From an optimization exercise on the open Yosys and OpenROAD flow, aimed at small area and a short achievable clock period; shortcuts taken in it are not production practice.
RTL that was checked went through simulation tests only; none was proved equivalent to the original.
Function not checked in runs 4 and 6: the RTL went through the layout flow alone.
No activity file was given, so power comes from the tool's default toggle rates.

==> config.mk <==
export PLATFORM = sky130hd
export DESIGN_NAME = rs_alu
export DESIGN_NICKNAME = rs_alu
export VERILOG_FILES = /design/flow/design.v
export SDC_FILE = /design/flow/constraint.sdc
export NUM_CORES = 4
export LEC_CHECK = 0
export CAP_MARGIN = 20
export CORE_MARGIN = 2
export CORE_UTILIZATION = 60
export CTS_BUF_LIST = sky130_fd_sc_hd__clkbuf_16
export CTS_CLUSTER_DIAMETER = 100
export CTS_CLUSTER_SIZE = 20
export SETUP_SLACK_MARGIN = 5.0
export SLEW_MARGIN = 20
export TNS_END_PERCENT = 10
==> constraint.sdc <==
create_clock -name core_clock -period 7.5 [get_ports {clk}]
set_input_delay 1.5000 -clock core_clock [delete_from_list [all_inputs] [get_ports {clk}]]
set_output_delay 1.5000 -clock core_clock [all_outputs]
set_load 0.01 [all_outputs]
==> design.v <==
`timescale 1ns/1ps
package rs_pkg;
  localparam int N_ENT     = 8;
  localparam int ENT_SEL   = 3;
  localparam int TAG_W     = 6;    
  localparam int DATA_W    = 32;
  localparam int SPECTAG_W = 5;
  localparam int AGE_W     = 6;    
  localparam int DLY_W     = 3;    
  localparam int OP_W      = 4;
  typedef enum logic [OP_W-1:0] {
    ALU_ADD  = 4'd0,
    ALU_SUB  = 4'd1,
    ALU_AND  = 4'd2,
    ALU_OR   = 4'd3,
    ALU_XOR  = 4'd4,
    ALU_SLL  = 4'd5,
    ALU_SRL  = 4'd6,
    ALU_SRA  = 4'd7,
    ALU_SLT  = 4'd8,
    ALU_SLTU = 4'd9
  } alu_op_e;
  typedef struct packed {
    logic [TAG_W-1:0]     src_a;
    logic [TAG_W-1:0]     src_b;
    logic [DATA_W-1:0]    imm;
    logic [TAG_W-1:0]     dest;
    logic                 dest_valid;
    alu_op_e              alu_op;
    logic [SPECTAG_W-1:0] spectag;
    logic [AGE_W-1:0]     age;
    logic [DLY_W-1:0]     delay;     
  } rs_payload_t;
  localparam int PL_W = 2*TAG_W + DATA_W + TAG_W + 1 + OP_W + SPECTAG_W + AGE_W + DLY_W;   
  localparam int OFS_DLY  = 0;
  localparam int OFS_AGE  = OFS_DLY + DLY_W;
  localparam int OFS_STAG = OFS_AGE + AGE_W;
  localparam int OFS_OP   = OFS_STAG + SPECTAG_W;
  localparam int OFS_DV   = OFS_OP + OP_W;
  localparam int OFS_DEST = OFS_DV + 1;
  localparam int OFS_IMM  = OFS_DEST + TAG_W;
  localparam int OFS_SRCB = OFS_IMM + DATA_W;
  localparam int OFS_SRCA = OFS_SRCB + TAG_W;
endpackage
`timescale 1ns/1ps
import rs_pkg::*;
module rs_alloc (
  input  logic             disp_valid,
  input  logic [N_ENT-1:0] busy,
  output logic [N_ENT-1:0] we             
);
  always_comb
  begin
    for (int i = 0; i < N_ENT; i++)
    begin
      we[i] = disp_valid && !busy[i];
      for (int k = 0; k < i; k++)
        we[i] = we[i] && busy[k];
    end
  end
endmodule
`timescale 1ns/1ps
import rs_pkg::*;
module rs_entry (
  input  logic                 clk,
  input  logic                 rst,
  input  logic                 we,
  input  rs_pkg::rs_payload_t  wr_payload,
  input  logic                 wr_rdy_a,
  input  logic                 wr_rdy_b,
  input  logic                 wr_specbit,
  input  logic                 grant,
  output logic                 ready,
  output logic                 busy,
  output logic                 busy_nx,     
  output rs_pkg::rs_payload_t  payload,
  output logic                 specbit_o,
  input  logic                 wk_valid,    
  input  logic                 wk_fast,     
  input  logic [TAG_W-1:0]     wk_tag,
  input  logic [DLY_W-1:0]     wk_load,     
  input  logic                 br_valid,
  input  logic                 br_success,
  input  logic [SPECTAG_W-1:0] br_tag
);
  rs_pkg::rs_payload_t pl;
  logic             specbit;
  logic [1:0]       wt;              
  logic [DLY_W-1:0] ecnt;
  logic [DLY_W-1:0] ecnt_dec;
  logic [TAG_W-1:0] src_tag [2];
  logic [TAG_W-1:0] new_tag [2];
  logic [1:0]       new_rdy;
  logic [1:0]       eq;
  logic [1:0]       hit;
  logic [1:0]       new_hit;
  logic [1:0]       src_rdy;
  logic             br_match;
  logic             kill;
  logic             disp_br_match;
  logic             disp_kill;
  always_comb
  begin
    src_tag[0] = pl.src_a;
    src_tag[1] = pl.src_b;
    new_tag[0] = wr_payload.src_a;
    new_tag[1] = wr_payload.src_b;
    new_rdy    = {wr_rdy_b, wr_rdy_a};
    for (int s = 0; s < 2; s++)
    begin
      eq[s]      = (wk_tag == src_tag[s]);
      hit[s]     = wt[s] && wk_valid && eq[s];
      new_hit[s] = wk_valid && (wk_tag == new_tag[s]);
      src_rdy[s] = !wt[s] || (wk_fast && eq[s]);
    end
  end
  assign ecnt_dec = (ecnt == '0) ? '0 : ecnt - 1'b1;
  assign br_match      = br_valid && (br_tag == pl.spectag);
  assign kill          = br_match && !br_success && specbit;
  assign disp_br_match = br_valid && (br_tag == wr_payload.spectag);
  assign disp_kill     = disp_br_match && !br_success && wr_specbit;
  assign busy_nx = we ? !disp_kill : (busy && !kill);
  always_ff @(posedge clk)
  begin
    if (!rst)
      busy <= 1'b0;
    else
      busy <= busy_nx && !grant;
  end
  always_ff @(posedge clk)
  begin
    if (!busy)
    begin
      pl      <= wr_payload;
      specbit <= wr_specbit && !disp_br_match;
      wt      <= ~new_rdy & ~new_hit;
      ecnt    <= |(~new_rdy & new_hit) ? wk_load : '0;
    end
    else
    begin
      if (br_match && br_success)
        specbit <= 1'b0;
      wt <= wt & ~hit;
      if (|hit && wk_load > ecnt_dec)
        ecnt <= wk_load;
      else
        ecnt <= ecnt_dec;
    end
  end
  assign ready     = busy && (ecnt == '0) && src_rdy[0] && src_rdy[1];
  assign payload   = pl;
  assign specbit_o = specbit;
endmodule
`timescale 1ns/1ps
import rs_pkg::*;
module rs_issue_select (
  input  logic                  clk,
  input  logic [N_ENT-1:0]      busy,
  input  logic [AGE_W-1:0]      wr_age,
  input  logic [N_ENT*AGE_W-1:0] ages,       
  input  logic [N_ENT-1:0]      ready,
  output logic [N_ENT-1:0]      grant,
  output logic                  any
);
  logic             older [N_ENT][N_ENT];
  logic [N_ENT-1:0] below;   
  logic [AGE_W:0]   cmp_a, cmp_b;
  logic [AGE_W:0]   cmp_e;
  logic             cmp_t;
  logic [N_ENT-1:0] c;       
  always_comb
  begin
    for (int k = 0; k < N_ENT; k++)
    begin
      below[k] = 1'b1;
      for (int m = 0; m <= k; m++)
        below[k] = below[k] && busy[m];
      cmp_a = {ages[k*AGE_W +: AGE_W], 1'b0};
      cmp_b = {wr_age, below[k]};
      cmp_e = ~(cmp_a ^ cmp_b);
      c[k]  = 1'b0;
      for (int n = 0; n <= AGE_W; n++)
      begin
        cmp_t = !cmp_a[n] && cmp_b[n];
        for (int m = n + 1; m <= AGE_W; m++)
          cmp_t = cmp_t && cmp_e[m];
        c[k] = c[k] || cmp_t;
      end
    end
  end
  always_ff @(posedge clk)
  begin
    for (int i = 0; i < N_ENT; i++)
      for (int j = i + 1; j < N_ENT; j++)
        if (!busy[j])
          older[i][j] <= c[i];         
        else if (!busy[i])
          older[i][j] <= !c[j];        
  end
  always_comb
  begin
    for (int j = 0; j < N_ENT; j++)
    begin
      grant[j] = ready[j];
      for (int i = 0; i < N_ENT; i++)
        if (i < j)
          grant[j] = grant[j] && !(ready[i] && older[i][j]);
        else if (i > j)
          grant[j] = grant[j] && !(ready[i] && !older[j][i]);
    end
  end
  assign any = |ready;
endmodule
`timescale 1ns/1ps
import rs_pkg::*;
module rs_alu (
  input  logic                 clk,
  input  logic                 rst,
  input  logic                 disp_valid,
  input  logic [TAG_W-1:0]     disp_src_a,
  input  logic [TAG_W-1:0]     disp_src_b,
  input  logic [TAG_W-1:0]     disp_dest,
  input  logic                 disp_rdy_a,
  input  logic                 disp_rdy_b,
  input  logic [DATA_W-1:0]    disp_imm,
  input  logic                 disp_dest_valid,
  input  logic [OP_W-1:0]      disp_alu_op,
  input  logic [SPECTAG_W-1:0] disp_spectag,
  input  logic                 disp_specbit,
  input  logic [AGE_W-1:0]     disp_age,
  input  logic [DLY_W-1:0]     disp_delay,
  input  logic                 br_valid,
  input  logic                 br_success,
  input  logic [SPECTAG_W-1:0] br_tag,
  output logic                 full,
  output logic                 issue_valid,
  output logic [TAG_W-1:0]     issue_src_a,
  output logic [TAG_W-1:0]     issue_src_b,
  output logic [TAG_W-1:0]     issue_dest,
  output logic [DATA_W-1:0]    issue_imm,
  output logic                 issue_dest_valid,
  output logic [OP_W-1:0]      issue_alu_op,
  output logic [SPECTAG_W-1:0] issue_spectag,
  output logic                 issue_specbit
);
  rs_pkg::rs_payload_t       disp_payload;
  logic [N_ENT*PL_W-1:0]     payloads;
  logic [N_ENT-1:0]          we;
  logic [N_ENT-1:0]          ready;
  logic [N_ENT-1:0]          busy;
  logic [N_ENT-1:0]          busy_nx;
  logic [N_ENT-1:0]          specbits;
  logic [N_ENT-1:0]          grant;
  logic                      any;
  logic [N_ENT*AGE_W-1:0]    ages;
  logic [TAG_W-1:0]          iss_dest;
  logic                      iss_dv;
  logic [DLY_W-1:0]          iss_dly;
  logic                      wk_valid;    
  logic                      wk_fast;     
  logic [DLY_W-1:0]          wk_load;
  always_comb
  begin
    disp_payload.src_a      = disp_src_a;
    disp_payload.src_b      = disp_src_b;
    disp_payload.imm        = disp_imm;
    disp_payload.dest       = disp_dest;
    disp_payload.dest_valid = disp_dest_valid;
    disp_payload.alu_op     = rs_pkg::alu_op_e'(disp_alu_op);
    disp_payload.spectag    = disp_spectag;
    disp_payload.age        = disp_age;
    disp_payload.delay      = disp_delay;
  end
  rs_alloc u_alloc (
    .disp_valid (disp_valid),
    .busy       (busy),
    .we         (we)
  );
  assign wk_load  = (iss_dly == '0) ? '0 : iss_dly - 1'b1;
  genvar g;
  generate
    for (g = 0; g < N_ENT; g++)
    begin : g_ent
      rs_entry u_ent (
        .clk        (clk),
        .rst        (rst),
        .we         (we[g]),
        .wr_payload (disp_payload),
        .wr_rdy_a   (disp_rdy_a),
        .wr_rdy_b   (disp_rdy_b),
        .wr_specbit (disp_specbit),
        .grant      (grant[g]),
        .ready      (ready[g]),
        .busy       (busy[g]),
        .busy_nx    (busy_nx[g]),
        .payload    (payloads[g*PL_W +: PL_W]),
        .specbit_o  (specbits[g]),
        .wk_valid   (wk_valid),
        .wk_tag     (iss_dest),
        .wk_fast    (wk_fast),
        .wk_load    (wk_load),
        .br_valid   (br_valid),
        .br_success (br_success),
        .br_tag     (br_tag)
      );
    end
  endgenerate
  always_comb
  begin
    for (int i = 0; i < N_ENT; i++)
    begin
      ages[i*AGE_W +: AGE_W] = payloads[i*PL_W+OFS_AGE +: AGE_W];
    end
  end
  rs_issue_select u_sel (
    .clk    (clk),
    .busy   (busy),
    .wr_age (disp_age),
    .ages   (ages),
    .ready  (ready),
    .grant  (grant),
    .any    (any)
  );
  always_ff @(posedge clk)
  begin
    if (!rst)
    begin
      issue_valid <= 1'b0;
      full        <= 1'b0;
    end
    else
    begin
      issue_valid <= any;
      full        <= !any && (&busy_nx);
    end
  end
  logic [N_ENT-1:0] iss_sel;       
  logic [N_ENT-1:0] iss_sel_imm;   
  logic [PL_W-1:0]  p;
  logic             sb;
  logic             gv;
  logic             gf;
  always_comb
  begin
    p  = '0;
    sb = 1'b0;
    gv = 1'b0;
    gf = 1'b0;
    for (int i = 0; i < N_ENT; i++)
    begin
      p  = p  | ({PL_W{grant[i]}} & payloads[i*PL_W +: PL_W]);
      sb = sb | (grant[i] & specbits[i]);
      gv = gv | (grant[i] & payloads[i*PL_W+OFS_DV]);
      gf = gf | (grant[i] & payloads[i*PL_W+OFS_DV] & (payloads[i*PL_W+OFS_DLY +: DLY_W] == '0));
    end
  end
  always_ff @(posedge clk)
  begin
    iss_sel       <= grant;
    iss_sel_imm   <= rst ? grant : '0;
    iss_dest      <= p[OFS_DEST +: TAG_W];
    iss_dv        <= p[OFS_DV];
    iss_dly       <= p[OFS_DLY +: DLY_W];
    issue_specbit <= sb;
    wk_valid      <= rst && gv;
    wk_fast       <= rst && gf;
  end
  always_comb
  begin
    issue_src_a   = '0;
    issue_src_b   = '0;
    issue_imm     = '0;
    issue_alu_op  = '0;
    issue_spectag = '0;
    for (int i = 0; i < N_ENT; i++)
    begin
      issue_src_a   = issue_src_a   | ({TAG_W{iss_sel[i]}}     & payloads[i*PL_W+OFS_SRCA +: TAG_W]);
      issue_src_b   = issue_src_b   | ({TAG_W{iss_sel[i]}}     & payloads[i*PL_W+OFS_SRCB +: TAG_W]);
      issue_imm     = issue_imm     | ({DATA_W{iss_sel_imm[i]}} & payloads[i*PL_W+OFS_IMM +: DATA_W]);
      issue_alu_op  = issue_alu_op  | ({OP_W{iss_sel[i]}}      & payloads[i*PL_W+OFS_OP +: OP_W]);
      issue_spectag = issue_spectag | ({SPECTAG_W{iss_sel[i]}} & payloads[i*PL_W+OFS_STAG +: SPECTAG_W]);
    end
  end
  assign issue_dest       = iss_dest;
  assign issue_dest_valid = iss_dv;
endmodule
==> flow/run.sh <==
#!/bin/bash
# Standard layout, with plain buffers on the ports and sizing not tied to cell footprints.
set -euo pipefail
bash standard.sh BUFFER_PORTS_ARGS="-buffer_cell sky130_fd_sc_hd__buf_2" MATCH_CELL_FOOTPRINT=0 finish > flow_make.log 2>&1
==> standard.sh <==
#!/bin/bash
# synth_recipe.tcl (not shown) runs the flow's synth.tcl, then flattens the netlist and writes it again
# the make line also repeats each setting of config.mk as NAME=value (left out here)
make -C /OpenROAD-flow-scripts/flow DESIGN_CONFIG=/design/flow/config.mk WORK_HOME=/design/flow/orfs CLKGATE_MAP_FILE= SYNTH_SCRIPT=/design/flow/synth_recipe.tcl "${@:-finish}"
==> notes.md, run 1 <==
outcome -> finished clean
number of flops mapped to enable cells by yosys -> 588
Port Buffers -> 144
GP Congestion -> 0.9112
Final Max Slew Viols -> 0
critical path arrival -> 1730 ps
slew margin rel. -> 33.61%
Tot Pwr -> 0.007108 W
terminus of the critical flop-to-flop path -> u_sel.older[5]
FFs w/ async S/R, synth -> 0%
1st-iter DRT viols -> 2114
clock sink count -> 667
Synth Instances -> 2042
drt first pass iters -> 19
vias in the first global route -> 18859
worst skew pair latency -> 590 ps
Period Utilization, post-route -> 43.05%
top cell type's share of synthesized area -> 62.11%
Total Wirelength -> 79850 µm
CTS H-tree depth -> 2
min-delay src -> g_ent[0].u_ent.pl[19]
Synthesized Nets -> 2212
fmax -> 309.7 MHz
via density per instance -> 6.472
Syn Area/Cell -> 13.92 µm²
Hold Fails Final Rpt -> 0
I/O pin cnt -> 145
register area share after synthesis -> 67.68%
share of cells above drive strength 1 -> 22.85%
Hold Path End -> iss_dest[0]
Cell variety after synth -> 66
Detail Placement HPWL -> 48050 µm
synth cell count leaders -> edfxtp_1, a22oi_1, inv_1, nand2_1, ha_1
Fin Clk Skew -> 26.04 ps
top cells by area, synth -> edfxtp_1, a22oi_1, dfxtp_1
pwr dens -> 213.0 nW/µm²
DRC errors left -> 0
r2r startpoint -> g_ent[1].u_ent.busy
Peak VDD IR -> 0.2395 mV
FF+latch count, synth -> 667
YS warnings -> 7
ANT nets after route -> 0
number of CTS-inserted buffers -> 39
reg2reg path depth -> 9
Initial Util -> 60.93%
Max-Cap Viols -> 0
worst min path class -> reg2reg
Hold Buf Count CTS -> 0
Post-Place Worst Slack -> 3427 ps
Final TNS setup -> 0 ps
Worst Path Required -> 6000 ps
antenna violations before repair -> 2
Synth Flop Type -> edfxtp_1
Yosys top cell by area -> edfxtp_1
total grt overflow -> 0
worst slew pin tran -> 995.9 ps
pin count of the biggest net entering global routing -> 57
row count -> 79
Worst setup EP type -> output pin
CTS root buffer -> clkbuf_16
final setup vio count -> 0
min cycle time layout -> 3228 ps
Worst setup SP type -> register
Clk pin slew, worst setup/hold paths -> 90 ps
die area -> 49140 µm²
R2R Setup Slk -> 4480 ps
Netlist Area Pre-Place -> 28430 µm²
Tot GR Track Use -> 32.17%
Die X -> 221.7 µm
CTS tree -> done
Layout area overhead -> 17.42%
global-route wire length before repair -> 117800 µm
fin worst setup slack -> 4272 ps
most common cell in the netlist -> edfxtp_1
CTS max path bufs -> 3
wire per inst -> 27.35 µm
DR vias -> 18892
RSZ-0062 raised after global routing -> yes
nets@finish -> 2457
DIE HEIGHT -> 221.7 µm
Core ar. -> 46650 µm²
WS Path Type -> reg2out
hold path depth -> 2
Lkg Pwr -> 12.66 nW
crit-path max FO -> 21
[cell usage in the layout (no fill, tap or decap), drive strengths merged, types with 73 or more instances in the layout]
cell type and instances:
nand4 73, ha 88, dfxtp 79, inv 146
buf 292, edfxtp 588, nand2 99, xor2 82
nor2 74, a22oi 246
[metrics by stage]
stage | area, µm² | cells | hold WS [ps] | utilization (%)
2_1_floorplan | 28510 | 2042 | 440.4 | -
3_3_place_gp | 29860 | 2741 | 454.5 | 64.00
3_5_place_dp | 29860 | 2741 | 455.3 | 64.00
4_1_cts | 32870 | 2894 | 469.6 | 70.45
5_1_grt | 33380 | 2918 | 515.0 | 71.54
6_report | 33380 | 2919 | 471.6 | 71.54
[registers in the layout, indices dropped and copies added, names as in the netlist, 3 cells and up]
register	count
g_ent.u_ent.wt	16
g_ent.u_ent.specbit	8
g_ent.u_ent.pl	552
iss_sel_imm	8
iss_dly	3
iss_dest	6
g_ent.u_ent.busy	8
g_ent.u_ent.ecnt	24
u_sel.older	28
iss_sel	8
[cell families after synthesis]
logic type      count (synthesis)  share of synthesized area, %
xor+xnor                      153                         4.714
fa+ha+maj                      88                         3.873
mux                            14                        0.4973
flops                         667                         67.68
simple gates                  422                         7.751
buf+inv                       220                         3.297
compound gates                478                         12.19
[worst max-delay path by stage]
stage | start | end | slack, ps | cells past startpoint
6_report | iss_sel[2] | issue_src_a[3] | 4270 | 4
3_5_place_dp | iss_dest[1] | wk_valid | 3430 | 8
4_1_cts | iss_sel[1] | issue_src_a[3] | 4260 | 4
2_1_floorplan | disp_age[0] | u_sel.older[1] | 4440 | 8
5_1_grt | iss_sel[1] | issue_src_a[3] | 4240 | 4
3_3_place_gp | iss_dest[1] | wk_valid | 3500 | 8
[repair_timing]
action,CTS,global route
gates resized for setup,236,76
setup endpoints to repair,162,154
gates cloned,5,0
buffers inserted,83,24
pin swaps,51,19
[power by group]
| group | switching [W] | internal (W) | leakage, nW |
|---|---|---|---|
| registers | 0.000121 | 0.00427 | 6.84 |
| clock network | 0.00116 | 0.000976 | 0.628 |
| logic | 0.000356 | 0.000218 | 5.19 |
| total | 0.00164 | 0.00547 | 12.7 |
[metal layers]
layer | vias to the layer above | wire (µm) | GRT usage [%]
met2 | 926 | 39070 | 53.92
li1 | 8334 | - | -
met5 | - | 14 | 0
met3 | 216 | 6285 | 5.500
met1 | 9412 | 31190 | 41.99
met4 | 4 | 3297 | 13.23
[critical path: stages (launching register included)]
cell     delay (ps)
dfxtp_1         320
buf_6           190
a22oi_2         210
nand4_1         200
buf_2           200
[area by class of cell]
cell class | count | area (µm²)
clock buffer | 40 | 1001
clock inverter | 25 | 123.9
fill | 3118 | 13280
antenna | 1 | 2.502
tap | 607 | 759.5
sequential | 667 | 19270
inverter | 126 | 505.5
multi-input combinational | 1156 | 9374
timing repair buffer | 297 | 2344
==> inputs of run 2 (changes only) <==
--- a/config.mk
+++ b/config.mk
@@ -11,6 +11,7 @@
 export CTS_BUF_LIST = sky130_fd_sc_hd__clkbuf_16
 export CTS_CLUSTER_DIAMETER = 100
 export CTS_CLUSTER_SIZE = 20
+export PLACE_DENSITY = 0.7
 export SETUP_SLACK_MARGIN = 5.0
 export SLEW_MARGIN = 20
-export TNS_END_PERCENT = 10
+export TNS_END_PERCENT = 0
==> run 2 against run 1 <==
Compared with the run above: still clean; synthesized cell count did not move; sequential share of layout area up 3.5 points; combinational power decreased by 15%; design area decreased by 5.6%; total power fell by 1.0%; sequential power about the same; critical path type unchanged; largest cell class unchanged; highest routed layer unchanged.
==> notes.md, run 2 <==
Synthesized Nets -> 2212 (unchanged)
crit-path max FO -> 21 (unchanged)
number of flops mapped to enable cells by yosys -> 588 (unchanged)
vias in the first global route -> 18334 (was 18859)
Synth Flop Type -> edfxtp_1 (unchanged)
top cell type's share of synthesized area -> 62.11% (unchanged)
Worst setup EP type -> output pin (unchanged)
DRC errors left -> 0 (unchanged)
Netlist Area Pre-Place -> 28430 µm² (unchanged)
die area -> 49140 µm² (unchanged)
clock sink count -> 667 (unchanged)
Final TNS setup -> 0 ps (unchanged)
crit path capture -> issue_src_b[0] (was issue_src_a[3])
global-route wire length before repair -> 115000 µm (was 117800 µm)
r2r startpoint -> iss_dest[5] (was g_ent[1].u_ent.busy)
fmax -> 308.0 MHz (was 309.7 MHz)
Finished Cell Area -> 31500 µm² (was 33380 µm²)
CTS H-tree depth -> 2 (unchanged)
Period Utilization, post-route -> 43.28% (was 43.05%)
biggest regs -> g_ent.u_ent.pl (552), u_sel.older (28), g_ent.u_ent.ecnt (24) (unchanged)
R2R Setup Slk -> 4330 ps (was 4480 ps)
Hold Buf Count CTS -> 0 (unchanged)
Yosys top cell by area -> edfxtp_1 (unchanged)
Peak VDD IR -> 0.2349 mV (was 0.2395 mV)
placed cell count -> 2731 (was 2741)
DIE HEIGHT -> 221.7 µm (unchanged)
YS warnings -> 7 (unchanged)
reg2reg path depth -> 9 (unchanged)
terminus of the critical flop-to-flop path -> iss_dly[1] (was u_sel.older[5])
Final Core Density -> 67.51% (was 71.54%)
worst-path cell chain -> buf_6, a22oi_2, nand4_1, buf_2 (unchanged)
GP Congestion -> 0.9634 (was 0.9112)
Clk pin slew, worst setup/hold paths -> 90 ps (about the same)
worst hold slack -> 488.4 ps (was 471.6 ps)
1st-iter DRT viols -> 2549 (was 2114)
total grt overflow -> 0 (unchanged)
Total Wirelength -> 77960 µm (was 79850 µm)
pin count of the biggest net entering global routing -> 61 (was 57)
Syn Area/Cell -> 13.92 µm² (unchanged)
GR Util met2 -> 50.62% (was 53.92%)
CP peak stage delay -> 310 ps (was 320 ps)
met1 usage -> 42.19% (was 41.99%)
RSZ-0062 raised after global routing -> yes (unchanged)
cell depth of the worst setup path -> 4 (unchanged)
Multi-input gate area -> 8557 µm² (was 9374 µm²)
ANT nets after route -> 0 (unchanged)
register with the most flip-flops -> g_ent.u_ent.pl (unchanged)
register area share after synthesis -> 67.68% (unchanged)
placed cell area -> 29780 µm² (was 29860 µm²)
final setup vio count -> 0 (unchanged)
pwr dens -> 223.4 nW/µm² (was 213.0 nW/µm²)
Tot GR Track Use -> 31.26% (was 32.17%)
wire per inst -> 27.81 µm (was 27.35 µm)
Worst setup SP type -> register (unchanged)
CTS max path bufs -> 3 (unchanged)
GR Util met3 -> 5.407% (was 5.500%)
worst skew pair latency -> 600 ps (was 590 ps)
Core ar. -> 46650 µm² (unchanged)
drt first pass iters -> 17 (was 19)
critical path arrival -> 1750 ps (was 1730 ps)
I/O pin cnt -> 145 (unchanged)
Hold Fails Final Rpt -> 0 (unchanged)
via density per instance -> 6.593 (was 6.472)
row count -> 79 (unchanged)
register area -> 19280 µm² (was 19270 µm²)
slew margin rel. -> 25.21% (was 33.61%)
Final Max Slew Viols -> 0 (unchanged)
nets@finish -> 2350 (was 2457)
Layout area overhead -> 10.80% (was 17.42%)
WS Path Type -> reg2out (unchanged)
Port Buffers -> 144 (unchanged)
most frequent cells in the layout -> edfxtp_1, a22oi_1, buf_2, inv_1, nand2_1 (was edfxtp_1, a22oi_1, buf_2, inv_1, buf_4)
Cell variety after synth -> 66 (unchanged)
DR vias -> 18479 (was 18892)
Die X -> 221.7 µm (unchanged)
Synth Instances -> 2042 (unchanged)
CTS root buffer -> clkbuf_16 (unchanged)
FFs w/ async S/R, synth -> 0% (unchanged)
GR peak layer -> met2 (unchanged)
number of CTS-inserted buffers -> 39 (unchanged)
Max-Cap Viols -> 0 (unchanged)
antenna violations before repair -> 7 (was 2)
max reg flops -> 552 (unchanged)
hold path depth -> 2 (unchanged)
fin cells -> 2803 (was 2919)
FF+latch count, synth -> 667 (unchanged)
top cells by area, synth -> edfxtp_1, a22oi_1, dfxtp_1 (unchanged)
outcome -> finished clean (unchanged)
Fin Clk Skew -> 17.94 ps (was 26.04 ps)
share of cells above drive strength 1 -> 15.31% (was 22.85%)
CP max stage cell -> dfxtp_1 (unchanged)
min cycle time layout -> 3246 ps (was 3228 ps)
Fill cells -> 3301 (was 3118)
Lkg Pwr -> 11.85 nW (was 12.66 nW)
Worst path top cell family by delay -> buffers and inverters (unchanged)
CTS tree -> done (unchanged)
worst min path class -> reg2reg (unchanged)
synth cell count leaders -> edfxtp_1, a22oi_1, inv_1, nand2_1, ha_1 (unchanged)
Initial Util -> 60.93% (unchanged)
Worst Path Required -> 6000 ps (about the same)
most common cell after layout, fill and taps aside -> edfxtp_1 (unchanged)
Detail Placement HPWL -> 48400 µm (was 48050 µm)
CP bufs+invs -> 2 (unchanged)
Crit. Startpoint -> iss_sel[2] (unchanged)
worst slew pin tran -> 1122 ps (was 995.9 ps)
most common cell in the netlist -> edfxtp_1 (unchanged)
==> run 2: cell counts after synthesis <==
Identical to the previous run, type by type.
==> run 2: worst min-delay path by stage <==
stage | start | to | slack, ps
after floorplan | g_ent[3].u_ent.pl[21] | iss_dest[2] | 440
after global placement | g_ent[3].u_ent.pl[21] | iss_dest[2] | 450
after detailed placement | g_ent[0].u_ent.pl[19] | iss_dest[0] | 470
after CTS | g_ent[2].u_ent.pl[19] | iss_dest[0] | 490
after global routing | g_ent[3].u_ent.pl[21] | iss_dest[2] | 500
final | g_ent[1].u_ent.wt[0] | g_ent[1].u_ent.wt[0] | 490
==> run 2: per-stage QoR <==
step | total power (W) | setup slack, ps
after global placement | 0.004923 | 3551
final | 0.007037 | 4254
after CTS | 0.007034 | 4265
after global routing | 0.007235 | 4214
after floorplan | 0.004711 | 4436
after detailed placement | 0.004944 | 3488
==> run 2: routing by layer <==
layer,part of all wire (%),wire length (µm)
met1,39,30520
met3,9.0,7031
met2,48,37110
met5,0.083,65
met4,4.1,3231
==> run 2: kinds of logic (layout without fill, tap and decap cells) <==
logic type,count (synthesis),after routing,share of synthesized area (%)
XOR/XNOR,153,153,4.714
flip-flops,667,667,67.68
buffers and inverters,220,372,3.297
AO/OA/AOI/OAI,478,478,12.19
AND/OR/NAND/NOR,422,422,7.751
multiplexers,14,14,0.4973
other,0,2,0
adder cells (fa/ha/maj),88,88,3.873
==> run 2: what timing repair did <==
item,in CTS,in global routing
cloned,1,2
pin swaps,5,6
setup buffers,3,9
resized for setup,65,41
endpoints found under the setup margin,201,240
==> run 2: layout make-up <==
cell class	instances	share of cell area, %
Sequential cell	667	61.20
Multi-Input combinational cell	1155	27.17
Timing Repair Buffer	191	4.195
Clock buffer	39	3.098
Tap cell	607	2.411
Inverter	126	1.561
Clock inverter	16	0.3496
Antenna cell	2	0.01589
==> run 2: power breakdown <==
group          switching (W)  leakage, nW  total, W  internal [W]
registers           0.000132         6.84   0.00441       0.00427
clock network        0.00119        0.576   0.00214      0.000957
logic               0.000316         4.43  0.000488      0.000171
==> run 2: worst register-to-register path, stage by stage, from the launching register on <==
cell	delay, ps
dfxtp_1	330
buf_6	280
xor2_1	190
nor4_1	580
a31o_2	350
nand3_1	100
nand4_1	460
nor2_4	200
a222oi_1	410
nand4_1	150
==> inputs of run 3 (changes only) <==
--- a/config.mk
+++ b/config.mk
@@ -11,7 +11,7 @@
 export CTS_BUF_LIST = sky130_fd_sc_hd__clkbuf_16
 export CTS_CLUSTER_DIAMETER = 100
 export CTS_CLUSTER_SIZE = 20
-export PLACE_DENSITY = 0.7
+export GPL_ROUTABILITY_DRIVEN = 0
 export SETUP_SLACK_MARGIN = 5.0
 export SLEW_MARGIN = 20
 export TNS_END_PERCENT = 0
==> run 3 against run 2 <==
Compared with the run above: largest power group unchanged; final cell count grew 0.64%; clock skew grew 23 ps; still clean; wire length shrank 0.84%.
==> notes.md, run 3 <==
outcome -> finished clean (unchanged)
placed cell area -> 29820 µm² (was 29780 µm²)
row count -> 79 (unchanged)
die area -> 49140 µm² (unchanged)
nets@finish -> 2358 (was 2350)
CP peak stage delay -> 400 ps (was 310 ps)
max reg flops -> 552 (unchanged)
vias in the first global route -> 17880 (was 18334)
CTS root buffer -> clkbuf_16 (unchanged)
worst skew pair latency -> 600 ps (about the same)
Netlist Area Pre-Place -> 28430 µm² (unchanged)
pin count of the biggest net entering global routing -> 60 (was 61)
terminus of the critical flop-to-flop path -> issue_specbit (was iss_dly[1])
Yosys top cell by area -> edfxtp_1 (unchanged)
drt first pass iters -> 19 (was 17)
r2r startpoint -> iss_dest[2] (was iss_dest[5])
Period Utilization, post-route -> 42.99% (was 43.28%)
number of CTS-inserted buffers -> 39 (unchanged)
CTS H-tree depth -> 2 (unchanged)
Peak VDD IR -> 0.2265 mV (was 0.2349 mV)
min cycle time layout -> 3224 ps (was 3246 ps)
critical path arrival -> 1720 ps (was 1750 ps)
Core ar. -> 46650 µm² (unchanged)
Die X -> 221.7 µm (unchanged)
clock sink count -> 667 (unchanged)
number of flops mapped to enable cells by yosys -> 588 (unchanged)
wire per inst -> 27.40 µm (was 27.81 µm)
biggest regs -> g_ent.u_ent.pl (552), u_sel.older (28), g_ent.u_ent.ecnt (24) (unchanged)
Initial Util -> 60.93% (unchanged)
crit-path max FO -> 6 (was 21)
CTS max path bufs -> 3 (unchanged)
DR vias -> 18376 (was 18479)
Worst Path Required -> 6000 ps (about the same)
ANT nets after route -> 0 (unchanged)
I/O pin cnt -> 145 (unchanged)
register area share after synthesis -> 67.68% (unchanged)
Tot GR Track Use -> 31.34% (was 31.26%)
Final Core Density -> 67.66% (was 67.51%)
FF+latch count, synth -> 667 (unchanged)
top cell type's share of synthesized area -> 62.11% (unchanged)
Total Wirelength -> 77300 µm (was 77960 µm)
Finished Cell Area -> 31570 µm² (was 31500 µm²)
most common cell in the netlist -> edfxtp_1 (unchanged)
most frequent cells in the layout -> edfxtp_1, a22oi_1, buf_2, inv_1, nand2_1 (unchanged)
register with the most flip-flops -> g_ent.u_ent.pl (unchanged)
DIE HEIGHT -> 221.7 µm (unchanged)
pwr dens -> 222.4 nW/µm² (was 223.4 nW/µm²)
CTS tree -> done (unchanged)
DRC errors left -> 0 (unchanged)
via density per instance -> 6.514 (was 6.593)
RSZ-0062 raised after global routing -> yes (unchanged)
Cell variety after synth -> 66 (unchanged)
1st-iter DRT viols -> 2156 (was 2549)
Hold Path End -> iss_dest[2] (was g_ent[1].u_ent.wt[0])
final setup vio count -> 0 (unchanged)
Worst setup SP type -> register (unchanged)
top cells by area, synth -> edfxtp_1, a22oi_1, dfxtp_1 (unchanged)
CP max stage cell -> dfxtp_4 (was dfxtp_1)
synth cell count leaders -> edfxtp_1, a22oi_1, inv_1, nand2_1, ha_1 (unchanged)
Layout area overhead -> 11.04% (was 10.80%)
Detail Placement HPWL -> 48340 µm (was 48400 µm)
Synth Instances -> 2042 (unchanged)
total grt overflow -> 0 (unchanged)
worst-path cell chain -> buf_12, a22oi_2, nand4_1, buf_2 (was buf_6, a22oi_2, nand4_1, buf_2)
Fin Clk Skew -> 40.72 ps (was 17.94 ps)
Clk pin slew, worst setup/hold paths -> 90 ps (about the same)
hold path depth -> 2 (unchanged)
slew margin rel. -> 25.06% (was 25.21%)
Lkg Pwr -> 11.94 nW (was 11.85 nW)
most common cell after layout, fill and taps aside -> edfxtp_1 (unchanged)
Port Buffers -> 144 (unchanged)
worst min path class -> reg2reg (unchanged)
placed cell count -> 2737 (was 2731)
Syn Area/Cell -> 13.92 µm² (unchanged)
R2R Setup Slk -> 4290 ps (was 4330 ps)
Final TNS setup -> 0 ps (unchanged)
YS warnings -> 7 (unchanged)
fmax -> 310.1 MHz (was 308.0 MHz)
WS Path Type -> reg2out (unchanged)
FFs w/ async S/R, synth -> 0% (unchanged)
Hold Fails Final Rpt -> 0 (unchanged)
Worst setup EP type -> output pin (unchanged)
reg2reg path depth -> 10 (was 9)
Max-Cap Viols -> 0 (unchanged)
antenna violations before repair -> 4 (was 7)
worst slew pin tran -> 1124 ps (was 1122 ps)
Synth Flop Type -> edfxtp_1 (unchanged)
global-route wire length before repair -> 114700 µm (was 115000 µm)
fin cells -> 2821 (was 2803)
Final Max Slew Viols -> 0 (unchanged)
share of cells above drive strength 1 -> 15.23% (was 15.31%)
Synthesized Nets -> 2212 (unchanged)
min-delay src -> g_ent[3].u_ent.pl[21] (was g_ent[1].u_ent.wt[0])
Tot Pwr -> 0.007021 W (was 0.007037 W)
## run 3: cell count changes in the layout (fill, tap and decap cells not counted), moves of 3 or more
| cell | before | now |
|---|---|---|
| dfxtp_1 | 68 | 72 |
| buf_4 | 25 | 31 |
| inv_1 | 127 | 138 |
| nor4_1 | 19 | 15 |
| dfxtp_4 | 10 | 6 |
| buf_8 | 2 | 5 |
| nor4_2 | 4 | 7 |
| clkbuf_16 | 42 | 45 |
## run 3: critical path: cells and delay by family (launching register included)
family                 cells  cell delay (ps)
flip-flops                 1              400
AO/OA/AOI/OAI              1              160
AND/OR/NAND/NOR            1              200
buffers and inverters      2              360
## run 3: how the worst max path moves through the flow
stage	to	startpoint	slack, ps
3_5_place_dp	wk_valid	iss_dest[1]	3270
6_report	issue_src_b[5]	iss_sel[0]	4280
5_1_grt	issue_src_b[5]	iss_sel[0]	4250
4_1_cts	issue_src_b[5]	iss_sel[0]	4270
2_1_floorplan	u_sel.older[1]	disp_age[0]	4440
3_3_place_gp	wk_valid	iss_dest[5]	3210
## run 3: power by group
group          internal (W)  switching [W]
Sequential          0.00427       0.000121
Clock              0.000956        0.00118
Combinational      0.000173       0.000322
Total               0.00540        0.00162
## run 3: cells by family after synthesis
logic type               after synthesis  share of synthesized area (%)
AO/OA/AOI/OAI                        478                          12.19
XOR/XNOR                             153                          4.714
adder cells (fa/ha/maj)               88                          3.873
buffers and inverters                220                          3.297
flip-flops                           667                          67.68
multiplexers                          14                         0.4973
AND/OR/NAND/NOR                      422                          7.751
## run 3: metal layers
layer  up-vias  global-route usage [%]  share of wire, %  routed length, µm
li1       8126                       -                 -                  -
met1      9141                   42.55                40              30550
met2       915                   52.13                49              37500
met3       188                   4.850               8.3               6425
met4         6                   10.64               3.6               2785
met5         -                       0             0.053                 41
## run 3: final cells by class
| cell class | instances | area, µm² |
|---|---|---|
| inverters | 126 | 493.0 |
| flip-flops and latches | 667 | 19260 |
| fillers | 3289 | 15090 |
| clock inverters | 27 | 128.9 |
| multi-input cells | 1155 | 8519 |
| clock buffers | 39 | 975.9 |
| diodes | 1 | 2.502 |
| well taps | 607 | 759.5 |
| repair buffers | 199 | 1424 |
## run 3: repair_timing
action / 4_1_cts / 5_1_grt
endpoints found under the setup margin: 202 / 205
gates resized for setup: 72 / 25
buffers inserted: 7 / 4
hold buffers: 0 / 0
gates cloned: 6 / 0
pin swaps: 10 / 8
## run 3: metrics by stage
stage / hold slack [ps] / setup WS, ps
2_1_floorplan: 440.4 / 4436
3_3_place_gp: 469.1 / 3209
3_5_place_dp: 460.8 / 3271
4_1_cts: 484.4 / 4265
5_1_grt: 500.8 / 4250
6_report: 479.6 / 4276
==> inputs of run 4 (changes only) <==
--- a/design.v
+++ b/design.v
@@ -296,7 +296,7 @@
         .payload    (payloads[g*PL_W +: PL_W]),
         .specbit_o  (specbits[g]),
         .wk_valid   (wk_valid),
-        .wk_tag     (iss_dest),
+        .wk_tag     (g < N_ENT/2 ? iss_dest : wk_tag),
         .wk_fast    (wk_fast),
         .wk_load    (wk_load),
         .br_valid   (br_valid),
@@ -335,6 +335,8 @@
     end
   end
   logic [N_ENT-1:0] iss_sel;       
+  logic [TAG_W-1:0] wk_tag;        
+  logic [TAG_W-1:0] dvd;
   logic [N_ENT-1:0] iss_sel_imm;   
   logic [PL_W-1:0]  p;
   logic             sb;
@@ -346,17 +348,20 @@
     sb = 1'b0;
     gv = 1'b0;
     gf = 1'b0;
+    dvd = '0;
     for (int i = 0; i < N_ENT; i++)
     begin
       p  = p  | ({PL_W{grant[i]}} & payloads[i*PL_W +: PL_W]);
       sb = sb | (grant[i] & specbits[i]);
       gv = gv | (grant[i] & payloads[i*PL_W+OFS_DV]);
+      dvd = dvd | ({TAG_W{grant[i] & payloads[i*PL_W+OFS_DV]}} & payloads[i*PL_W+OFS_DEST +: TAG_W]);
       gf = gf | (grant[i] & payloads[i*PL_W+OFS_DV] & (payloads[i*PL_W+OFS_DLY +: DLY_W] == '0));
     end
   end
   always_ff @(posedge clk)
   begin
     iss_sel       <= grant;
+    wk_tag        <= dvd;
     iss_sel_imm   <= rst ? grant : '0;
     iss_dest      <= p[OFS_DEST +: TAG_W];
     iss_dv        <= p[OFS_DV];
--- a/config.mk
+++ b/config.mk
@@ -11,7 +11,6 @@
 export CTS_BUF_LIST = sky130_fd_sc_hd__clkbuf_16
 export CTS_CLUSTER_DIAMETER = 100
 export CTS_CLUSTER_SIZE = 20
-export GPL_ROUTABILITY_DRIVEN = 0
 export SETUP_SLACK_MARGIN = 5.0
 export SLEW_MARGIN = 20
 export TNS_END_PERCENT = 0
==> run 4 against run 3 <==
Compared with the run above: sequential power grew 2%; combinational power fell by 5.9%; largest cell class unchanged; area after synthesis grew 1.2%; first-iteration DRC count up 9.9%; clock power grew 3%; hold slack improved by 22 ps; clock-buffer cell count unchanged; critical path type unchanged; global-route usage up 0.59 points; largest power group unchanged; clock skew fell by 17 ps; via count rose by 2.3%.
==> notes.md, run 4 <==
outcome -> finished clean (unchanged)
Tot GR Track Use -> 31.93% (was 31.34%)
Die X -> 223.0 µm (was 221.7 µm)
Port Buffers -> 144 (unchanged)
Worst setup EP type -> output pin (unchanged)
Multi-input gate area -> 8955 µm² (was 8519 µm²)
DR vias -> 18805 (was 18376)
wire per inst -> 27.81 µm (was 27.40 µm)
Cell variety after synth -> 69 (was 66)
Detail Placement HPWL -> 49010 µm (was 48340 µm)
Core ar. -> 47550 µm² (was 46650 µm²)
XOR/XNOR share of the synthesized area -> 5.022% (was 4.714%)
reg2reg path depth -> 10 (unchanged)
Crit. Startpoint -> iss_sel[0] (unchanged)
worst slew pin tran -> 995.9 ps (was 1124 ps)
share of cells above drive strength 1 -> 17.39% (was 15.23%)
Netlist Area Pre-Place -> 28770 µm² (was 28430 µm²)
Finished Cell Area -> 32280 µm² (was 31570 µm²)
WS Path Type -> reg2out (unchanged)
most common cell after layout, fill and taps aside -> edfxtp_1 (unchanged)
vias in the first global route -> 18437 (was 17880)
Clk pin slew, worst setup/hold paths -> 90 ps (about the same)
pwr dens -> 220.6 nW/µm² (was 222.4 nW/µm²)
top cells by area, synth -> edfxtp_1, a22oi_1, dfxtp_1 (unchanged)
die area -> 49720 µm² (was 49140 µm²)
critical path arrival -> 1770 ps (was 1720 ps)
register with the most flip-flops -> g_ent.u_ent.pl (unchanged)
hold path depth -> 2 (unchanged)
Hold Fails Final Rpt -> 0 (unchanged)
global-route wire length before repair -> 117700 µm (was 114700 µm)
max reg flops -> 552 (unchanged)
clock sink count -> 673 (was 667)
1st-iter DRT viols -> 2370 (was 2156)
DRC errors left -> 0 (unchanged)
Max-Cap Viols -> 0 (unchanged)
r2r startpoint -> g_ent[7].u_ent.pl[57] (was iss_dest[2])
register area -> 19440 µm² (was 19260 µm²)
Yosys top cell by area -> edfxtp_1 (unchanged)
RSZ-0062 raised after global routing -> yes (unchanged)
Fin Clk Skew -> 23.38 ps (was 40.72 ps)
CTS root buffer -> clkbuf_16 (unchanged)
Synthesized Nets -> 2238 (was 2212)
nets@finish -> 2383 (was 2358)
antenna violations before repair -> 6 (was 4)
placed cell area -> 30140 µm² (was 29820 µm²)
Worst setup SP type -> register (unchanged)
crit path capture -> issue_src_b[4] (was issue_src_b[5])
Synth Instances -> 2068 (was 2042)
CTS H-tree depth -> 2 (unchanged)
Fill cells -> 3351 (was 3289)
combinational family with the most area after synthesis -> compound AO/OA/AOI/OAI gates (unchanged)
via density per instance -> 6.573 (was 6.514)
number of CTS-inserted buffers -> 39 (unchanged)
Final Max Slew Viols -> 0 (unchanged)
row count -> 80 (was 79)
drt first pass iters -> 8 (was 19)
biggest regs -> g_ent.u_ent.pl (552), u_sel.older (28), g_ent.u_ent.ecnt (24) (unchanged)
Final TNS setup -> 0 ps (unchanged)
most common cell in the netlist -> edfxtp_1 (unchanged)
Synth Area in Compound Gates -> 13.27% (was 12.19%)
worst skew pair latency -> 610 ps (was 600 ps)
post-synthesis mux area share -> 0.3000% (was 0.4974%)
I/O pin cnt -> 145 (unchanged)
GP Congestion -> 0.9615
crit-path max FO -> 6 (unchanged)
terminus of the critical flop-to-flop path -> iss_dv (was issue_specbit)
final setup vio count -> 0 (unchanged)
worst min path class -> reg2reg (unchanged)
placed cell count -> 2759 (was 2737)
CTS tree -> done (unchanged)
Synth Flop Type -> edfxtp_1 (unchanged)
pin count of the biggest net entering global routing -> 52 (was 60)
Synth Area in Adders -> 3.827% (was 3.873%)
Worst Path Required -> 6000 ps (about the same)
synth cell count leaders -> edfxtp_1, a22oi_1, nand2_1, inv_1, xor2_1 (was edfxtp_1, a22oi_1, inv_1, nand2_1, ha_1)
FF+latch count, synth -> 673 (was 667)
top cell type's share of synthesized area -> 61.36% (was 62.11%)
number of flops mapped to enable cells by yosys -> 588 (unchanged)
YS warnings -> 7 (unchanged)
min cycle time layout -> 3266 ps (was 3224 ps)
CTS max path bufs -> 3 (unchanged)
most frequent cells in the layout -> edfxtp_1, a22oi_1, buf_2, inv_1, nand2_1 (unchanged)
R2R Setup Slk -> 4320 ps (was 4290 ps)
Initial Util -> 60.52% (was 60.93%)
Synth Area in Simple Gates -> 7.205% (was 7.751%)
DIE HEIGHT -> 223.0 µm (was 221.7 µm)
Period Utilization, post-route -> 43.55% (was 42.99%)
Syn Area/Cell -> 13.91 µm² (was 13.92 µm²)
Final Core Density -> 67.89% (was 67.66%)
slew margin rel. -> 33.61% (was 25.06%)
Total Wirelength -> 79550 µm (was 77300 µm)
min-delay src -> g_ent[1].u_ent.wt[0] (was g_ent[3].u_ent.pl[21])
fin cells -> 2861 (was 2821)
FFs w/ async S/R, synth -> 0% (unchanged)
Layout area overhead -> 12.18% (was 11.04%)
register area share after synthesis -> 67.28% (was 67.68%)
total grt overflow -> 0 (unchanged)
Peak VDD IR -> 0.2018 mV (was 0.2265 mV)
fmax -> 306.1 MHz (was 310.1 MHz)
Lkg Pwr -> 12.13 nW (was 11.94 nW)
ANT nets after route -> 0 (unchanged)
[run 4: cell types whose count changed after synthesis, sizes merged, moves of 10 or more]
| cell | change |
|---|---|
| a221oi | +11 |
| mux2i | -10 |
| nor2 | -22 |
| a32oi | +15 |
| nand3b | -10 |
| nand3 | -16 |
| o21ai | +24 |
| a22o | +14 |
| nand2 | +23 |
| and2 | +13 |
| nor3 | -30 |
| o2111ai | -11 |
| inv | -18 |
| a21oi | -21 |
[run 4: per-layer routing]
| layer | wire [µm] | vias up | track usage [%] |
|---|---|---|---|
| met5 | 29 | - | 0 |
| met4 | 3040 | 4 | 12.08 |
| met3 | 6213 | 180 | 4.912 |
| met2 | 37580 | 923 | 51.78 |
| met1 | 32690 | 9420 | 44.03 |
| li1 | - | 8278 | - |
[run 4: final cells by class]
cell class | count | share of cell area (%)
inverters | 107 | 1.310
flip-flops and latches | 673 | 60.21
clock buffers | 39 | 3.023
clock inverters | 32 | 0.5194
multi-input cells | 1181 | 27.74
repair buffers | 211 | 4.787
well taps | 615 | 2.384
diodes | 3 | 0.02326
[run 4: worst min-delay path by stage]
stage	endpoint	slack, ps
detailed placement	g_ent[1].u_ent.wt[0]	480
finish	g_ent[1].u_ent.wt[0]	500
floorplan	g_ent[1].u_ent.wt[0]	460
CTS	g_ent[1].u_ent.wt[0]	490
global route	g_ent[2].u_ent.wt[0]	530
global placement	g_ent[1].u_ent.wt[0]	470
[run 4: critical path: stages, from the launching register on]
cell and delay [ps]:
dfxtp_4 410, buf_12 150, a22oi_2 140, nand4_1 230, buf_2 230
[run 4: metrics by stage]
| stage | hold slack, ps | total power (W) | worst slack [ps] |
|---|---|---|---|
| CTS | 493.7 | 0.007126 | 4269 |
| finish | 501.9 | 0.007121 | 4234 |
| detailed placement | 477.8 | 0.004975 | 3738 |
| floorplan | 457.1 | 0.004738 | 4429 |
| global route | 527.4 | 0.007324 | 4222 |
| global placement | 468.7 | 0.004963 | 3774 |
[run 4: power by group]
group,internal (W),switching (W)
Combinational,0.000174,0.000291
Sequential,0.00431,0.000156
Clock,0.000993,0.00120
[run 4: logic make-up after synthesis]
| kind of cell | Yosys count |
|---|---|
| flip-flops | 673 |
| AO/OA/AOI/OAI | 524 |
| AND/OR/NAND/NOR | 396 |
| buffers and inverters | 214 |
| XOR/XNOR | 165 |
| adder cells (fa/ha/maj) | 88 |
| multiplexers | 8 |
[run 4: timing repair]
item,4_1_cts,5_1_grt
setup buffers,15,5
setup endpoints to repair,171,179
resized for setup,123,49
pin swaps,19,17
gates cloned,7,1
hold buffers,0,0
==> inputs of run 5 (changes only) <==
--- a/design.v
+++ b/design.v
@@ -296,7 +296,7 @@
         .payload    (payloads[g*PL_W +: PL_W]),
         .specbit_o  (specbits[g]),
         .wk_valid   (wk_valid),
-        .wk_tag     (g < N_ENT/2 ? iss_dest : wk_tag),
+        .wk_tag     (iss_dest),
         .wk_fast    (wk_fast),
         .wk_load    (wk_load),
         .br_valid   (br_valid),
@@ -335,8 +335,6 @@
     end
   end
   logic [N_ENT-1:0] iss_sel;       
-  logic [TAG_W-1:0] wk_tag;        
-  logic [TAG_W-1:0] dvd;
   logic [N_ENT-1:0] iss_sel_imm;   
   logic [PL_W-1:0]  p;
   logic             sb;
@@ -348,20 +346,17 @@
     sb = 1'b0;
     gv = 1'b0;
     gf = 1'b0;
-    dvd = '0;
     for (int i = 0; i < N_ENT; i++)
     begin
       p  = p  | ({PL_W{grant[i]}} & payloads[i*PL_W +: PL_W]);
       sb = sb | (grant[i] & specbits[i]);
       gv = gv | (grant[i] & payloads[i*PL_W+OFS_DV]);
-      dvd = dvd | ({TAG_W{grant[i] & payloads[i*PL_W+OFS_DV]}} & payloads[i*PL_W+OFS_DEST +: TAG_W]);
       gf = gf | (grant[i] & payloads[i*PL_W+OFS_DV] & (payloads[i*PL_W+OFS_DLY +: DLY_W] == '0));
     end
   end
   always_ff @(posedge clk)
   begin
     iss_sel       <= grant;
-    wk_tag        <= dvd;
     iss_sel_imm   <= rst ? grant : '0;
     iss_dest      <= p[OFS_DEST +: TAG_W];
     iss_dv        <= p[OFS_DV];
==> flow/run.sh (replaced) <==
#!/bin/bash
# Standard layout, with plain buffers on the ports and sizing not tied to cell footprints.
set -euo pipefail
bash standard.sh BUFFER_PORTS_ARGS="-buffer_cell sky130_fd_sc_hd__buf_1" MATCH_CELL_FOOTPRINT=0 finish > flow_make.log 2>&1
==> run 5 against run 4 <==
Compared with the run above: clock-buffer cell count is the same; still clean on timing, DRC and antenna; combinational power rose by 3%; non-clock buffer count is 12 lower; synthesized cell count shrank 1.3%; sequential cell count shrank 6; final cell count is 1.7% lower; total power down 2.0%.
==> notes.md, run 5 <==
Hold Buf Count CTS -> 0 (unchanged)
Lkg Pwr -> 11.45 nW (was 12.13 nW)
min cycle time layout -> 3230 ps (was 3266 ps)
via density per instance -> 6.505 (was 6.573)
worst min path class -> reg2reg (unchanged)
nets@finish -> 2358 (was 2383)
I/O pin cnt -> 145 (unchanged)
pwr dens -> 222.4 nW/µm² (was 220.6 nW/µm²)
top cell type's share of synthesized area -> 62.11% (was 61.36%)
fmax -> 309.6 MHz (was 306.1 MHz)
FF+latch count, synth -> 667 (was 673)
slew margin rel. -> 37.70% (was 33.61%)
total grt overflow -> 0 (unchanged)
share of cells above drive strength 1 -> 9.347% (was 17.39%)
row count -> 79 (was 80)
Worst setup EP type -> output pin (unchanged)
Hold Fails Final Rpt -> 0 (unchanged)
Final TNS setup -> 0 ps (unchanged)
CP max stage cell -> dfxtp_4 (unchanged)
worst slew pin tran -> 934.5 ps (was 995.9 ps)
Synth Instances -> 2042 (was 2068)
Max-Cap Viols -> 0 (unchanged)
Worst Path Required -> 6000 ps (about the same)
CP peak stage delay -> 410 ps (about the same)
CTS H-tree depth -> 2 (unchanged)
vias in the first global route -> 18369 (was 18437)
top cells by area, synth -> edfxtp_1, a22oi_1, dfxtp_1 (unchanged)
Yosys top cell by area -> edfxtp_1 (unchanged)
Final Core Density -> 67.24% (was 67.89%)
pin count of the biggest net entering global routing -> 53 (was 52)
worst skew pair latency -> 600 ps (was 610 ps)
drt first pass iters -> 19 (was 8)
DRC errors left -> 0 (unchanged)
Fin Clk Skew -> 26.60 ps (was 23.38 ps)
Layout area overhead -> 10.36% (was 12.18%)
most frequent cells in the layout -> edfxtp_1, a22oi_1, inv_1, buf_1, nand2_1 (was edfxtp_1, a22oi_1, buf_2, inv_1, nand2_1)
die area -> 49140 µm² (was 49720 µm²)
Total Wirelength -> 77370 µm (was 79550 µm)
Synth Flop Type -> edfxtp_1 (unchanged)
YS warnings -> 7 (unchanged)
Core ar. -> 46650 µm² (was 47550 µm²)
wire per inst -> 27.51 µm (was 27.81 µm)
Cell variety after synth -> 66 (was 69)
CTS max path bufs -> 3 (unchanged)
RSZ-0062 raised after global routing -> yes (unchanged)
synth cell count leaders -> edfxtp_1, a22oi_1, inv_1, nand2_1, ha_1 (was edfxtp_1, a22oi_1, nand2_1, inv_1, xor2_1)
global-route wire length before repair -> 115200 µm (was 117700 µm)
Syn Area/Cell -> 13.92 µm² (was 13.91 µm²)
Die X -> 221.7 µm (was 223.0 µm)
Detail Placement HPWL -> 47830 µm (was 49010 µm)
Worst path top cell family by delay -> flip-flops (unchanged)
Synthesized Nets -> 2212 (was 2238)
worst-path cell chain -> buf_12, a22oi_2, nand4_1, buf_2 (unchanged)
Netlist Area Pre-Place -> 28430 µm² (was 28770 µm²)
final setup vio count -> 0 (unchanged)
FFs w/ async S/R, synth -> 0% (unchanged)
max reg flops -> 552 (unchanged)
antenna violations before repair -> 3 (was 6)
CP bufs+invs -> 2 (unchanged)
Peak VDD IR -> 0.2192 mV (was 0.2018 mV)
outcome -> finished clean (unchanged)
GP Congestion -> 0.9091 (was 0.9615)
most common cell after layout, fill and taps aside -> edfxtp_1 (unchanged)
Initial Util -> 60.93% (was 60.52%)
critical path arrival -> 1730 ps (was 1770 ps)
Period Utilization, post-route -> 43.06% (was 43.55%)
clock sink count -> 667 (was 673)
register area share after synthesis -> 67.68% (was 67.28%)
most common cell in the netlist -> edfxtp_1 (unchanged)
biggest regs -> g_ent.u_ent.pl (552), u_sel.older (28), g_ent.u_ent.ecnt (24) (unchanged)
number of flops mapped to enable cells by yosys -> 588 (unchanged)
Clk pin slew, worst setup/hold paths -> 90 ps (about the same)
CTS tree -> done (unchanged)
register with the most flip-flops -> g_ent.u_ent.pl (unchanged)
crit-path max FO -> 8 (was 6)
Worst setup SP type -> register (unchanged)
CTS root buffer -> clkbuf_16 (unchanged)
Tot GR Track Use -> 31.41% (was 31.93%)
Port Buffers -> 144 (unchanged)
1st-iter DRT viols -> 2106 (was 2370)
number of CTS-inserted buffers -> 39 (unchanged)
WS Path Type -> reg2out (unchanged)
Final Max Slew Viols -> 0 (unchanged)
DR vias -> 18291 (was 18805)
ANT nets after route -> 0 (unchanged)
DIE HEIGHT -> 221.7 µm (was 223.0 µm)
==> run 5: changes by cell type in the layout (fill, tap and decap cells not counted), sizes merged, moves of 16 or more <==
cell,change
nor2,+22
o21ai,-24
nand2,-23
buf,-21
a21oi,+21
nor3,+30
nand3,+16
==> run 5: area by class of cell <==
class / instances / area, µm²
flip-flops and latches: 667 / 19270
clock buffers: 39 / 975.9
diodes: 1 / 2.502
clock inverters: 18 / 95.09
fillers: 3358 / 15280
repair buffers: 199 / 1206
well taps: 607 / 759.5
inverters: 126 / 493.0
multi-input cells: 1155 / 8574
==> run 5: power by group <==
part	internal [W]	total [W]	switching (W)
Combinational	0.000162	0.000479	0.000316
Sequential	0.00427	0.00440	0.000122
Clock	0.000950	0.00210	0.00115
==> run 5: final timing paths <==
kind,end,startpoint,slack (ps),depth (start not counted)
max,issue_imm[21],iss_sel_imm[0],4270,4
min reg2reg,iss_dest[2],g_ent[3].u_ent.pl[21],470,2
min,iss_dest[2],g_ent[3].u_ent.pl[21],470,2
max reg2reg,wk_valid,wk_fast,4310,8
==> run 5: repair_timing <==
action                                  CTS  global route
cloned                                    4             1
gates resized for setup                  84            35
buffers inserted                          1             9
pin swaps                                 4             7
endpoints found under the setup margin  176           178
==> run 5: worst register-to-register path, delay by kind of cell (launching register included) <==
kind                   cells  cell delay (ps)
buffers and inverters      1              240
AO/OA/AOI/OAI              4             1100
AND/OR/NAND/NOR            3             1120
flip-flops                 1              650
==> run 5: cells by family (layout without fill, tap and decap cells) <==
kind of cell,Yosys count,after routing,synth area share (%)
AOI/OAI and AO/OA,478,478,12.19
xor gates and xnor gates,153,153,4.714
adders and majority gates,88,88,3.873
buffers and inverters,220,382,3.297
DFF,667,667,67.68
muxes,14,14,0.4973
other,0,1,0
and+or+nand+nor,422,422,7.751
==> run 5: metal layers <==
layer / global-route usage (%) / share of wire (%) / up-vias
met5: 0 / 0.035 / -
met4: 11.92 / 3.6 / 4
met3: 4.413 / 7.6 / 170
met2: 52.63 / 49 / 914
met1: 42.11 / 40 / 9082
li1: - / - / 8121
==> run 5: metrics by stage <==
step | setup WS [ps] | cells | hold slack [ps] | total power (W) | area [µm²]
2_1_floorplan | 4436 | 2042 | 440.4 | 0.004711 | 28500
3_3_place_gp | 3259 | 2738 | 450.8 | 0.004909 | 29650
3_5_place_dp | 3199 | 2739 | 462.5 | 0.004927 | 29650
4_1_cts | 4255 | 2801 | 471.6 | 0.006990 | 31140
5_1_grt | 4177 | 2812 | 514.0 | 0.007189 | 31370
6_report | 4270 | 2812 | 467.7 | 0.006979 | 31370
==> inputs of run 6 (changes only) <==
--- a/design.v
+++ b/design.v
@@ -357,6 +357,8 @@
   always_ff @(posedge clk)
   begin
     iss_sel       <= grant;
+    issue_src_a   <= p[OFS_SRCA +: TAG_W];
+    issue_src_b   <= p[OFS_SRCB +: TAG_W];
     iss_sel_imm   <= rst ? grant : '0;
     iss_dest      <= p[OFS_DEST +: TAG_W];
     iss_dv        <= p[OFS_DV];
@@ -367,15 +369,11 @@
   end
   always_comb
   begin
-    issue_src_a   = '0;
-    issue_src_b   = '0;
     issue_imm     = '0;
     issue_alu_op  = '0;
     issue_spectag = '0;
     for (int i = 0; i < N_ENT; i++)
     begin
-      issue_src_a   = issue_src_a   | ({TAG_W{iss_sel[i]}}     & payloads[i*PL_W+OFS_SRCA +: TAG_W]);
-      issue_src_b   = issue_src_b   | ({TAG_W{iss_sel[i]}}     & payloads[i*PL_W+OFS_SRCB +: TAG_W]);
       issue_imm     = issue_imm     | ({DATA_W{iss_sel_imm[i]}} & payloads[i*PL_W+OFS_IMM +: DATA_W]);
       issue_alu_op  = issue_alu_op  | ({OP_W{iss_sel[i]}}      & payloads[i*PL_W+OFS_OP +: OP_W]);
       issue_spectag = issue_spectag | ({SPECTAG_W{iss_sel[i]}} & payloads[i*PL_W+OFS_STAG +: SPECTAG_W]);
==> flow/run.sh (replaced) <==
#!/bin/bash
# Standard layout, with plain buffers on the ports and sizing not tied to cell footprints.
set -euo pipefail
bash standard.sh BUFFER_PORTS_ARGS="-buffer_cell sky130_fd_sc_hd__buf_2" MATCH_CELL_FOOTPRINT=0 finish > flow_make.log 2>&1
==> run 6 against run 5 <==
Compared with the run above: synthesized cell count up 3.8%; still clean; utilization increased by 1.8 points; die area increased by 1.9%; combinational power decreased by 15%; area after synthesis increased by 2.0%; clock power is 7% higher; highest routed layer unchanged; non-clock buffer count is 45 higher.
==> notes.md, run 6 <==
FF+latch count, synth -> 679 (was 667)
CTS H-tree depth -> 2 (unchanged)
antenna violations before repair -> 6 (was 3)
Port Buffers -> 144 (unchanged)
Max-Cap Viols -> 0 (unchanged)
DRC errors left -> 0 (unchanged)
Core ar. -> 47750 µm² (was 46650 µm²)
CTS max path bufs -> 3 (unchanged)
outcome -> finished clean (unchanged)
clock sink count -> 679 (was 667)
Layout area overhead -> 13.68% (was 10.36%)
hold path depth -> 2 (unchanged)
Multi-input gate area -> 8951 µm² (was 8574 µm²)
most frequent cells in the layout -> edfxtp_1, a22oi_1, inv_1, buf_2, ha_1 (was edfxtp_1, a22oi_1, inv_1, buf_1, nand2_1)
sequential share of power -> 62.7% (was 63.0%)
register area -> 19530 µm² (was 19270 µm²)
share of cells above drive strength 1 -> 18.60% (was 9.347%)
top cell type's share of synthesized area -> 60.90% (was 62.11%)
synth cell count leaders -> edfxtp_1, a22oi_1, inv_1, dfxtp_1, ha_1 (was edfxtp_1, a22oi_1, inv_1, nand2_1, ha_1)
number of flops mapped to enable cells by yosys -> 588 (unchanged)
Final Max Slew Viols -> 0 (unchanged)
CP max stage cell -> a2111oi_1 (was dfxtp_4)
register area share after synthesis -> 67.19% (was 67.68%)
Peak VDD IR -> 0.3165 mV (was 0.2192 mV)
number of CTS-inserted buffers -> 40 (was 39)
Detail Placement HPWL -> 48680 µm (was 47830 µm)
Tot GR Track Use -> 33.16% (was 31.41%)
nets@finish -> 2472 (was 2358)
Comb power frac -> 5.7% (was 6.9%)
CP peak stage delay -> 480 ps (was 410 ps)
top cells by area, synth -> edfxtp_1, dfxtp_1, a22oi_1 (was edfxtp_1, a22oi_1, dfxtp_1)
Final Core Density -> 69.03% (was 67.24%)
worst skew pair latency -> 610 ps (was 600 ps)
RSZ-0062 raised after global routing -> yes (unchanged)
cell depth of the worst setup path -> 10 (was 4)
via density per instance -> 6.508 (was 6.505)
register with the most flip-flops -> g_ent.u_ent.pl (unchanged)
Power Internal -> 0.005488 W (was 0.005386 W)
Hold Fails Final Rpt -> 0 (unchanged)
wire per inst -> 28.01 µm (was 27.51 µm)
Lkg Pwr -> 12.68 nW (was 11.45 nW)
Worst Path Required -> 7970 ps (was 6000 ps)
Hold Buf Count CTS -> 0 (unchanged)
Synth Instances -> 2120 (was 2042)
Netlist Area Pre-Place -> 28990 µm² (was 28430 µm²)
WS Path Type -> reg2reg (was reg2out)
switching share of power -> 22.81% (was 22.82%)
min cycle time layout -> 3250 ps (was 3230 ps)
global-route wire length before repair -> 121300 µm (was 115200 µm)
Die X -> 223.8 µm (was 221.7 µm)
worst min path class -> reg2reg (unchanged)
CTS tree -> done (unchanged)
switching pwr -> 0.001622 W (was 0.001592 W)
min-delay src -> g_ent[4].u_ent.pl[19] (was g_ent[3].u_ent.pl[21])
Clk pin slew, worst setup/hold paths -> 90 ps (about the same)
biggest regs -> g_ent.u_ent.pl (552), u_sel.older (28), g_ent.u_ent.ecnt (24) (unchanged)
crit-path max FO -> 27 (was 8)
Worst setup SP type -> register (unchanged)
Fin Clk Skew -> 29.04 ps (was 26.60 ps)
Period Utilization, post-route -> 43.33% (was 43.06%)
FFs w/ async S/R, synth -> 0% (unchanged)
pwr dens -> 215.7 nW/µm² (was 222.4 nW/µm²)
CP bufs+invs -> 2 (unchanged)
1st-iter DRT viols -> 2245 (was 2106)
clock share of power -> 31.6% (was 30.2%)
Final TNS setup -> 0 ps (unchanged)
slew margin rel. -> 21.92% (was 37.70%)
vias in the first global route -> 18955 (was 18369)
Yosys top cell by area -> edfxtp_1 (unchanged)
reg2reg path depth -> 10 (was 8)
YS warnings -> 7 (unchanged)
[run 6: cell types whose count changed after synthesis, sizes merged, moves of 17 or more]
cell | previous run | this run
a21o | 31 | 13
nand2 | 99 | 82
nand3 | 47 | 72
nor3 | 46 | 63
o211ai | 4 | 28
inv | 125 | 157
a22oi | 246 | 226
[run 6: cells by family (layout without fill, tap and decap cells)]
family / count (synthesis) / in the layout / synth area share, %
compound gates: 489 / 489 / 12.39
xor+xnor: 153 / 153 / 4.622
fa+ha+maj: 88 / 88 / 3.798
buf+inv: 262 / 475 / 3.768
flops: 679 / 679 / 67.19
mux: 9 / 9 / 0.3151
other cells: 0 / 2 / 0
simple gates: 440 / 440 / 7.919
[run 6: per-stage QoR]
| step | std cells | setup WS (ps) | instance area [µm²] | power, W | hold slack, ps |
|---|---|---|---|---|---|
| 2_1_floorplan | 2120 | 4393 | 29050 | 0.004714 | 441.8 |
| 3_3_place_gp | 2815 | 3419 | 30360 | 0.004907 | 464.5 |
| 3_5_place_dp | 2816 | 3336 | 30370 | 0.004923 | 464.7 |
| 4_1_cts | 2936 | 4323 | 32620 | 0.007113 | 483.9 |
| 5_1_grt | 2950 | 4217 | 32960 | 0.007305 | 520.8 |
| 6_report | 2950 | 4250 | 32960 | 0.007110 | 485.9 |
[run 6: what timing repair did]
action | 4_1_cts | 5_1_grt
setup buffers | 32 | 12
resized for setup | 115 | 46
gates cloned | 15 | 0
setup endpoints to repair | 171 | 175
pin swaps | 23 | 8
[run 6: how the worst max path moves through the flow]
stage,slack [ps],startpoint,endpoint
after CTS,4320,iss_sel_imm[0],issue_imm[6]
after detailed placement,3340,iss_dest[3],wk_fast
after global placement,3420,iss_dest[3],wk_fast
final,4250,iss_dest[2],iss_dest[5]
after floorplan,4390,disp_age[0],u_sel.older[14]
after global routing,4220,iss_dest[2],iss_dest[5]
[run 6: cell type report]
class	count	area share, %
Clock inverter	32	0.5239
Timing Repair Buffer	244	5.725
Inverter	158	1.872
Antenna cell	2	0.01519
Sequential cell	679	59.26
Multi-Input combinational cell	1179	27.16
Clock buffer	41	3.113
Tap cell	615	2.335
[run 6: power groups by stage]
stage	Combinational, W	Clock, W	Sequential, W
6_report	0.000406	0.00225	0.00446
3_3_place_gp	0.000377	0	0.00453
3_5_place_dp	0.000390	0	0.00453
2_1_floorplan	0.000226	0	0.00449
4_1_cts	0.000401	0.00226	0.00445
5_1_grt	0.000446	0.00239	0.00447
[run 6: per-layer routing]
metal / share of wire [%] / wire, µm / vias up / track usage [%]
met2: 48 / 39950 / 865 / 55.04
met1: 41 / 33590 / 9651 / 44.37
met3: 6.8 / 5648 / 230 / 5.312
li1: - / - / 8445 / -
met5: 0.063 / 52 / - / 0
met4: 4.1 / 3387 / 8 / 12.84
[run 6: worst register-to-register path, stage by stage (launching register included)]
cell       delay [ps]
dfxtp_1           320
buf_4             310
xor2_1            160
nor4_2            470
a22o_1            460
nand2_1           130
o22ai_1           290
nor4_4             70
buf_4             300
a2111oi_1         490
nand3_1           140

## afterwards: timing with drivers on the ports
The flow's constraints put no driver on any port. The routed layouts listed below were extracted and timed again, unchanged, in two steps.
Step 1 assumes that a clkbuf_16 drives the clock port and a buf_2 every other input.
Step 2, shift: input delay + t, output delay - t, t = (earliest + latest rising clock arrival at the registers) / 2. This alone moves slack from input paths to output paths.
Three values: ideal ports, drivers, drivers and shift; two values: the first two.
| run | shift t [ns] | slack for setup (ns) |
|---|---|---|
| run 1 | 0.633 | 4.272 / 4.211 / 3.811 |
| run 2 | 0.646 | 4.254 / 4.195 / 3.674 |
| run 3 | 0.643 | 4.276 / 4.215 / 3.865 |
| run 4 | 0.659 | 4.234 / 4.170 / 3.710 |
| run 5 | 0.641 | 4.270 / 4.211 / 3.769 |
| run 6 | 0.659 | 4.250 / 4.209 / 3.848 |
After both steps setup and hold are still met in every run listed.
